From an optimization exercise on the open Yosys and OpenROAD flow, aimed at small area, a short achievable clock period and few clock cycles per item; shortcuts taken in it are not production practice. In this exercise RTL edits were held to simulation tests only and were not proved equivalent to the original.

==> run K <==
## cubic_spline_temporal_upsampler_core
module cubic_spline_temporal_upsampler_core #(
  parameter int unsigned MAX_SAMPLES = 64,
  parameter int unsigned FRAC_BITS   = 16
) (
  input  logic                       clk_i,
  input  logic                       rst_ni,
  input  logic                       in_valid_i,
  output logic                       in_ready_o,
  input  logic                       in_cmd_i,
  input  logic [csu_pkg::PIX_W-1:0]  in_sample_i,
  input  logic                       in_last_i,
  output logic                       out_valid_o,
  input  logic                       out_ready_i,
  output logic [csu_pkg::PIX_W-1:0]  out_pixel_o,
  output logic                       out_seg_end_o,
  output logic                       out_seq_end_o,
  output logic                       out_error_o,
  input  logic                       cfg_valid_i,
  output logic                       cfg_ready_o,
  input  logic [csu_pkg::Q_W-1:0]    cfg_q_i
);
Settings: LEC_CHECK=0, CAP_MARGIN=20, CORE_MARGIN=2, CORE_UTILIZATION=30, SLEW_MARGIN=20; clock period 12.0 ns.
standard.sh (not shown) runs the stock make flow with config.mk's settings and CLKGATE_MAP_FILE= SYNTH_SCRIPT=/design/flow/synth_recipe.tcl, a recipe that flattens the netlist after the stock synthesis.
==> flow/flow/run.sh <==
#!/bin/bash
# The standard layout, with ORFS's timing repair aiming 7 ns below the
# clock period instead of 5 ns. Everything else is the standard flow.
set -euo pipefail
export SETUP_SLACK_MARGIN=7
bash standard.sh > flow_standard.log 2>&1
==> inputs of run X, as changes to run K <==
Settings changed: CORE_UTILIZATION 30 to 50.
==> inputs of run R, as changes to run K <==
--- a/flow/design.v
+++ b/flow/design.v
@@ -392,15 +392,15 @@
   assign acc      = in_valid_i && rdy;
   assign c_load   = consume && !req_cmd_q;
   assign c_emit   = consume && req_cmd_q;
   assign c_emit_ok_seg = c_emit && !is_err;
   assign l_idx    = solved_q ? 7'd0 : n_q;
   assign l_store  = l_idx < 7'd64;
   assign l_fwd    = l_store && l_idx >= 7'd2;
-  assign bp_start = pend_q && !bp_q && (fst_q == 2'd0 || (fst_q == 2'd2 && !fpx_q));
+  assign bp_start = pend_q && !bp_q && fst_q == 2'd0;
   always_ff @(posedge clk_i or negedge rst_ni) begin
     if (!rst_ni) begin
       req_full_q <= 1'b0;
     end else begin
       if (acc) req_full_q <= 1'b1;
       else if (consume) req_full_q <= 1'b0;
     end
@@ -674,15 +674,15 @@
         end else begin
           bk_q <= bk_q - 6'd1;
         end
       end
     end
   end
   always_ff @(posedge clk_i) begin
-    if (bp_start) cnext_q <= (fst_q == 2'd2) ? f_c : cprev_q;
+    if (bp_start) cnext_q <= cprev_q;
     else if (bp_q) cnext_q <= b_cf;
   end
   always_ff @(posedge clk_i or negedge rst_ni) begin
     if (!rst_ni) begin
       e_run_q <= 1'b0;
       e_byp_q <= 1'b0;
       e_cnt_q <= '0;
==> flow/run.sh (new file) <==
#!/bin/bash
# synth_recipe.tcl (not shown) runs the flow's synth.tcl, then flattens the netlist and writes it again
# the make line also repeats each setting of config.mk as NAME=value (left out here)
make -C /OpenROAD-flow-scripts/flow DESIGN_CONFIG=/design/flow/config.mk WORK_HOME=/design/flow/orfs CLKGATE_MAP_FILE= SYNTH_SCRIPT=/design/flow/synth_recipe.tcl finish
Settings changed: SETUP_SLACK_MARGIN set to 5.
removed: flow/flow/run.sh
removed: flow/standard.sh
==> inputs of run P, as changes to run K <==
--- a/flow/design.v
+++ b/flow/design.v
@@ -392,15 +392,15 @@
   assign acc      = in_valid_i && rdy;
   assign c_load   = consume && !req_cmd_q;
   assign c_emit   = consume && req_cmd_q;
   assign c_emit_ok_seg = c_emit && !is_err;
   assign l_idx    = solved_q ? 7'd0 : n_q;
   assign l_store  = l_idx < 7'd64;
   assign l_fwd    = l_store && l_idx >= 7'd2;
-  assign bp_start = pend_q && !bp_q && (fst_q == 2'd0 || (fst_q == 2'd2 && !fpx_q));
+  assign bp_start = pend_q && !bp_q && fst_q == 2'd0;
   always_ff @(posedge clk_i or negedge rst_ni) begin
     if (!rst_ni) begin
       req_full_q <= 1'b0;
     end else begin
       if (acc) req_full_q <= 1'b1;
       else if (consume) req_full_q <= 1'b0;
     end
@@ -674,15 +674,15 @@
         end else begin
           bk_q <= bk_q - 6'd1;
         end
       end
     end
   end
   always_ff @(posedge clk_i) begin
-    if (bp_start) cnext_q <= (fst_q == 2'd2) ? f_c : cprev_q;
+    if (bp_start) cnext_q <= cprev_q;
     else if (bp_q) cnext_q <= b_cf;
   end
   always_ff @(posedge clk_i or negedge rst_ni) begin
     if (!rst_ni) begin
       e_run_q <= 1'b0;
       e_byp_q <= 1'b0;
       e_cnt_q <= '0;
==> flow/flow/run.sh (replaced) <==
#!/bin/bash
# The standard layout, with ORFS's timing repair aiming 6.5 ns below the
# clock period instead of 5 ns. Everything else is the standard flow.
set -euo pipefail
export SETUP_SLACK_MARGIN=6.5
bash standard.sh > flow_standard.log 2>&1
==> comparison <==
Utilization: run R < run P < run K < run X. Critical path depth: run R is lower than run X (17). Synthesized area is about the same in run X and run P. Routed wire length: run P is lower than run K (4.5%). The lowest fmax belongs to run R, the highest to run P. Setup slack, lowest first: run R, run X, run K, run P.
Testbench counts of run K, summed over its fixed seeds: cycles 9,275, items 5,529.
Testbench counts of run X, summed over its fixed seeds: cycles 9,275, items 5,529.
Testbench counts of run R, summed over its fixed seeds: cycles 9,307, items 5,529.
Testbench counts of run P, summed over its fixed seeds: cycles 9,307, items 5,529.

==> port drivers added, routing unchanged <==
No port has a modelled driver above. Below, the same layouts with a new extraction and two added sets of constraints. Step 1 (the two cells are an assumption about what drives the block):
set clk [get_ports {clk_i}]
set_driving_cell -lib_cell sky130_fd_sc_hd__clkbuf_16 $clk
set_driving_cell -lib_cell sky130_fd_sc_hd__buf_2 [delete_from_list [all_inputs] $clk]
Step 2 times the ports against the registers' clock, not the clock port: input delays grow and output delays shrink by t, the midpoint of the rising clock arrivals with the driver on. Slacks: ideal ports / drivers / drivers and shift; pairs: ideal ports / drivers.
run	t (ns)	setup slack, ns	clock arrival spread, ns	worst data-port slew with drivers (ns)
run K	1.075	6.403 / 6.403 / 6.169	0.123 / 0.123	0.09
run X	1.073	6.294 / 6.294 / 6.261	0.098 / 0.098	0.08
run R	1.103	5.226 / 5.100 / 5.377	0.142 / 0.142	0.18
run P	1.078	6.466 / 6.466 / 5.756	0.166 / 0.166	0.12
After both steps setup and hold are still met in every run listed. The setup slack of run P, which loses most, moves by 0.000 ns with the drivers and by -0.710 ns with both steps.
